This is an optimization exercise on Yosys and OpenROAD, whose aim is small area, not a production implementation. RTL that was checked went through simulation tests only; none was proved equivalent to the original. Power figures rest on the tool's default switching activity, not on a simulated workload.

==> inputs of v10 <==
// csr_top
module csr_top
(
    input  wire         clk,
    input  wire         rst,
    input  wire         req_sel,
    input  wire         req_read,
    input  wire [15:0]  req_addr,
    input  wire [31:0]  req_wdat,
    output reg          rsp_dack,
    output reg  [31:0]  rsp_rdat,
    output wire [177:0] ctrlFields,
    input  wire [7:0]   curWavePosition
);
export LEC_CHECK = 0
export CAP_MARGIN = 20
export CORE_MARGIN = 2
export CORE_UTILIZATION = 70
export CTS_BUF_LIST = sky130_fd_sc_hd__clkbuf_16
export CTS_CLUSTER_DIAMETER = 80
export CTS_CLUSTER_SIZE = 32
export SLEW_MARGIN = 20
create_clock -name core_clock -period 8.0 [get_ports {clk}]
standard.sh (not shown) runs the stock make flow with config.mk's settings and CLKGATE_MAP_FILE= SYNTH_SCRIPT=/design/flow/synth_recipe.tcl, a recipe that flattens the netlist after the stock synthesis.
==> flow/flow/run.sh <==
#!/bin/bash
# Standard layout, with the smallest buffer on every input and output port.
set -euo pipefail
export BUFFER_PORTS_ARGS="-buffer_cell sky130_fd_sc_hd__buf_1"
bash standard.sh > standard_flow.log 2>&1
==> v21: changes against v10 <==
- CAP_MARGIN: 20 -> 0
- CORE_UTILIZATION: 70 -> 85
- CTS_BUF_LIST: sky130_fd_sc_hd__clkbuf_16 -> sky130_fd_sc_hd__clkbuf_8
- CTS_CLUSTER_DIAMETER: 80 -> 60
- CTS_CLUSTER_SIZE: 32 -> 18
- SLEW_MARGIN: 20 -> 0
==> summary.txt <==
Clock network
  • Num CTS Buffers: 19

Power
  • Combinational power share: ~5%

Run status
  • Status: no timing/DRC/antenna violations

Detailed routing
  • Avg WL per Cell: roughly 30 um
  • WL met3: ~5000 um

Worst hold path
  • Hold EP: posOld[6]

Final layout
  • Non-filler cells, final: about 1500
  • Clk tree area frac: between 3 and 4%
  • Fraction of area in multi-input gates: 15.29%

Die
  • Tapcells: 330
  • Die Width: ~160 um
[end of results for v10]
==> summary.txt <==
Run status
  • Status: no timing/DRC/antenna violations

Detailed routing
  • DR vias/cell: 7.449
  • Met2 routed WL: roughly 22000 um
  • Avg WL per Cell: 31.29 um
  • Uppermost layer routed: met4

Worst hold path
  • Hold EP: posOld[4]

Final layout
  • Sequential share of cell area: between 70% and 80%
  • Clk tree area frac: about 2.8%
  • Fraction of area in multi-input gates: 15.40%
  • Non-filler cells, final: approximately 1500
  • Non-clk invs: 0

Power
  • P_sw: between 900 and 1000 uW
  • Power per cell area: 231.9 nW/um^2
  • Combinational power share: ~5.2%

Yosys
  • Main synth FF type: edfxtp_1

Die
  • Die Width: 147.9 um

Setup path
  • Critical path buffers and inverters: 1

Global routing
  • Grt total ovfl: 0

Clock network
  • Num CTS Buffers: 30
[end of results for v21]

========
==> trial 56: inputs <==
csr_top, a different RTL version from the one above (not shown whole).
==> module csr_top, before the edit <==
module csr_top
(
    input  wire         clk,
    input  wire         rst,
    input  wire         req_sel,
    input  wire         req_read,
    input  wire [15:0]  req_addr,
    input  wire [31:0]  req_wdat,
    output reg          rsp_dack,
    output reg  [31:0]  rsp_rdat,
    output wire [177:0] ctrlFields,
    input  wire [7:0]   curWavePosition
);
    localparam int N = 13;
    localparam logic [N*16-1:0] ADDRS = {
        16'h2F04, 16'h2F00, 16'h2054, 16'h2050, 16'h204C, 16'h2048,
        16'h2018, 16'h2014, 16'h2010, 16'h200C, 16'h2008, 16'h2004, 16'h2000
    };
    localparam logic [N*32-1:0] RESETS = {
        32'd8, 32'd11, 32'hFD78_0C32, 32'h0000_1000, 32'd0, 32'd0,
        32'd1000, 32'd0, 32'd1, 32'd0, 32'd0, 32'd1, 32'd1000
    };
    localparam logic [15:0] ADDR_WAVE = 16'h2058;
    logic [N-1:0] hit;
    logic         hitWave;
    logic         hitAny;
    always_comb
    begin
        for (int i = 0; i < N; i++)
            hit[i] = (req_addr == ADDRS[i*16 +: 16]);
    end
    assign hitWave = (req_addr == ADDR_WAVE);
    assign hitAny  = (|hit) | hitWave;
    logic [31:0] dZero;
    logic [31:0] dOne;
    assign dZero = req_wdat & ~{32{rst}};
    assign dOne  = req_wdat | {32{rst}};
    logic [31:0] regs [N];
    for (genvar k = 0; k < N; k++)
    begin : g_word
        logic        load;
        logic [31:0] dIn;
        assign load = rst | (req_sel & ~req_read & hit[k]);
        for (genvar b = 0; b < 32; b++)
        begin : g_bit
            assign dIn[b] = RESETS[k*32 + b] ? dOne[b] : dZero[b];
        end
        always_ff @(posedge clk)
        begin
            if (load)
                regs[k] <= dIn;
        end
    end
    assign ctrlFields[177:162] = regs[0][15:0];
    assign ctrlFields[161:146] = regs[1][15:0];
    assign ctrlFields[145:130] = regs[4][15:0];
    assign ctrlFields[129:114] = regs[6][15:0];
    assign ctrlFields[113:98]  = regs[11][15:0];
    assign ctrlFields[97:90]   = regs[2][7:0];
    assign ctrlFields[89:82]   = regs[3][7:0];
    assign ctrlFields[81:74]   = regs[5][7:0];
    assign ctrlFields[73:66]   = regs[12][7:0];
    assign ctrlFields[65]      = regs[7][0];
    assign ctrlFields[64]      = regs[8][0];
    assign ctrlFields[63:32]   = regs[9];
    assign ctrlFields[31:0]    = regs[10];
    logic [7:0] posNow;
    logic [7:0] posOld;
    logic       rstPrev;
    always_ff @(posedge clk)
    begin
        posNow  <= curWavePosition;
        posOld  <= posNow;
        rstPrev <= rst;
    end
    logic          ackPend;
    logic [3:0]    selCode;
    logic [N:0]    selHot;
    always_ff @(posedge clk)
    begin
        ackPend <= req_sel & hitAny;
        selCode <= 4'd15;
        for (int i = 0; i < N; i++)
            if (hit[i]) selCode <= 4'(i);
        if (hitWave && !rstPrev) selCode <= 4'd13;
    end
    selDecode selDecode_i (.code(selCode), .hot(selHot));
    logic [31:0] term [N+1];
    logic [31:0] grp [5];
    logic [31:0] rdMux;
    always_comb
    begin
        for (int i = 0; i < N; i++)
            term[i] = regs[i] & {32{selHot[i]}};
        term[N] = {24'b0, posOld & {8{selHot[N]}}};
        grp[0] = term[0] | term[1] | term[2];
        grp[1] = term[3] | term[4] | term[5];
        grp[2] = term[6] | term[7] | term[8];
        grp[3] = term[9] | term[10] | term[11];
        grp[4] = term[12] | term[13];
        rdMux = ~(~grp[0] & ~grp[1] & ~grp[2] & ~grp[3] & ~grp[4]);
    end
    always_ff @(posedge clk)
    begin
        rsp_dack <= ackPend & ~rst;
        rsp_rdat <= rdMux;
    end
endmodule
==> module selDecode, before the edit <==
module selDecode
(
    input  wire [3:0]  code,
    output logic [13:0] hot
);
    always_comb
    begin
        for (int i = 0; i < 14; i++)
            hot[i] = (code == 4'(i));
    end
endmodule
==> flow/config.mk <==
export PLATFORM = sky130hd
export DESIGN_NAME = csr_top
export DESIGN_NICKNAME = csr_top
export VERILOG_FILES = /design/flow/design.v
export SDC_FILE = /design/flow/constraint.sdc
export NUM_CORES = 4
export LEC_CHECK = 0
export CAP_MARGIN = 20
export CORE_MARGIN = 2
export CORE_UTILIZATION = 70
export CTS_BUF_LIST = sky130_fd_sc_hd__clkbuf_8
export CTS_CLUSTER_DIAMETER = 60
export CTS_CLUSTER_SIZE = 18
export SLEW_MARGIN = 20
export SYNTH_HIERARCHICAL = 1
export SYNTH_MINIMUM_KEEP_SIZE = 0
==> flow/constraint.sdc <==
create_clock -name core_clock -period 8.0 [get_ports {clk}]
set_input_delay 1.6000 -clock core_clock [delete_from_list [all_inputs] [get_ports {clk}]]
set_output_delay 1.6000 -clock core_clock [all_outputs]
set_load 0.01 [all_outputs]
Scripts as last shown in full above: flow/flow/run.sh
==> inputs of build 14, as changes to trial 56 <==
--- a/flow/design.v
+++ b/flow/design.v
@@ -76,17 +76,12 @@
         rstPrev <= rst;
     end
     logic          ackPend;
-    logic [3:0]    selCode;
     logic [N:0]    selHot;
     always_ff @(posedge clk)
     begin
         ackPend <= req_sel & hitAny;
-        selCode <= 4'd15;
-        for (int i = 0; i < N; i++)
-            if (hit[i]) selCode <= 4'(i);
-        if (hitWave && !rstPrev) selCode <= 4'd13;
+        selHot  <= {hitWave & ~rstPrev, hit};
     end
-    selDecode selDecode_i (.code(selCode), .hot(selHot));
     logic [31:0] term [N+1];
     logic [31:0] grp [5];
     logic [31:0] rdMux;
@@ -109,16 +104,3 @@
     end
 endmodule
 `default_nettype wire
-`default_nettype none
-module selDecode
-(
-    input  wire [3:0]  code,
-    output logic [13:0] hot
-);
-    always_comb
-    begin
-        for (int i = 0; i < 14; i++)
-            hot[i] = (code == 4'(i));
-    end
-endmodule
-`default_nettype wire
==> flow/config.mk (replaced) <==
export PLATFORM = sky130hd
export DESIGN_NAME = csr_top
export DESIGN_NICKNAME = csr_top
export VERILOG_FILES = /design/flow/design.v
export SDC_FILE = /design/flow/constraint.sdc
export NUM_CORES = 4
export LEC_CHECK = 0
export CAP_MARGIN = 5
export CORE_MARGIN = 2
export CORE_UTILIZATION = 70
export CTS_BUF_LIST = sky130_fd_sc_hd__clkbuf_16
export CTS_CLUSTER_DIAMETER = 50
export CTS_CLUSTER_SIZE = 36
export SLEW_MARGIN = 5
==> run notes <==
quantity	trial 56	build 14
Run status	finished clean	finished clean
Number of clock buffer instances in the layout	32	39
Critical Path Source	req_addr[9]	req_addr[3]
Number of storage elements in the synthesis netlist	471	481
Final weighted congestion in routability-driven placement	0.801	0.792
Maximum single-stage delay on the critical path	590 ps	1120 ps
Share of post-route cells with drive strength above 1	9.37%	11.1%
Endpoint of the worst hold-timing path	posOld[2]$_DFF_P_	posOld[1]$_DFF_P_
Worst setup timing slack at the placement stage	3830 ps	3930 ps
Via count	10400	10300
Amount of wire on met2 after detailed routing	21200 um	21100 um
Worst Path Arrival	3840 ps	3740 ps
Final Non-Filler Cells	1547	1537
Effective utilization at floorplan	70.8%	70.5%
Number of iterations in the first detailed-routing pass	5	8
Seq Cell Count	471	481
Reported clock group power	0.00109 W	0.00191 W
Relative slew margins	20.5%	14.1%
Max Freq	281 MHz	278 MHz
Multi-input gate count	397	379
Worst clock skew	20.6 ps	17.4 ps
Synth Area in Simple Gates	6.20%	5.47%
Compound-gate portion of the synthesized area	10.6%	10.3%
Hold WS	336 ps	329 ps
Inserted Clock Buffers	31	37
Global-route track usage on met1	47.0%	48.9%
Number of cells traversed by the worst register-to-register path	5	4
Function not checked in trial 56: the RTL went through the layout flow alone.

-- static timing again, ports no longer ideal --
No port has a modelled driver above. Below, the same layouts with a new extraction and two added sets of constraints. Step 1 sets driving cells, clkbuf_16 on the clock port and buf_2 on the other inputs (assumed; they add their load-dependent delay and slew). Step 2 adds t to the input delays and takes it off the output delays; t is the mean of the earliest and latest rising clock arrival at the registers after step 1. Input paths then give back, and output paths get back, about the clock's delay inside the block. Three values: ideal, step 1, step 2; two values: the first two.
| run | shift t [ns] | slack for setup (ns) | worst setup path after step 2 | slew at the worst register clock pin (ns) | worst data-port slew with drivers (ns) |
|---|---|---|---|---|---|
| v10 | 0.584 | 4.672 / 4.698 / 4.114 | input to register | 0.12 / 0.12 | 0.04 |
| v21 | 0.638 | 4.407 / 4.425 / 3.787 | input to register | 0.12 / 0.12 | 0.05 |
| trial 56 | 0.653 | 4.447 / 4.474 / 3.821 | input to register | 0.11 / 0.11 | 0.06 |
| build 14 | 0.577 | 4.398 / 4.428 / 3.851 | input to register | 0.09 / 0.09 | 0.04 |
After both steps setup and hold are still met in every run listed. For trial 56, which loses most, drivers alone change the setup slack by +0.027 ns; drivers and shift together by -0.626 ns.
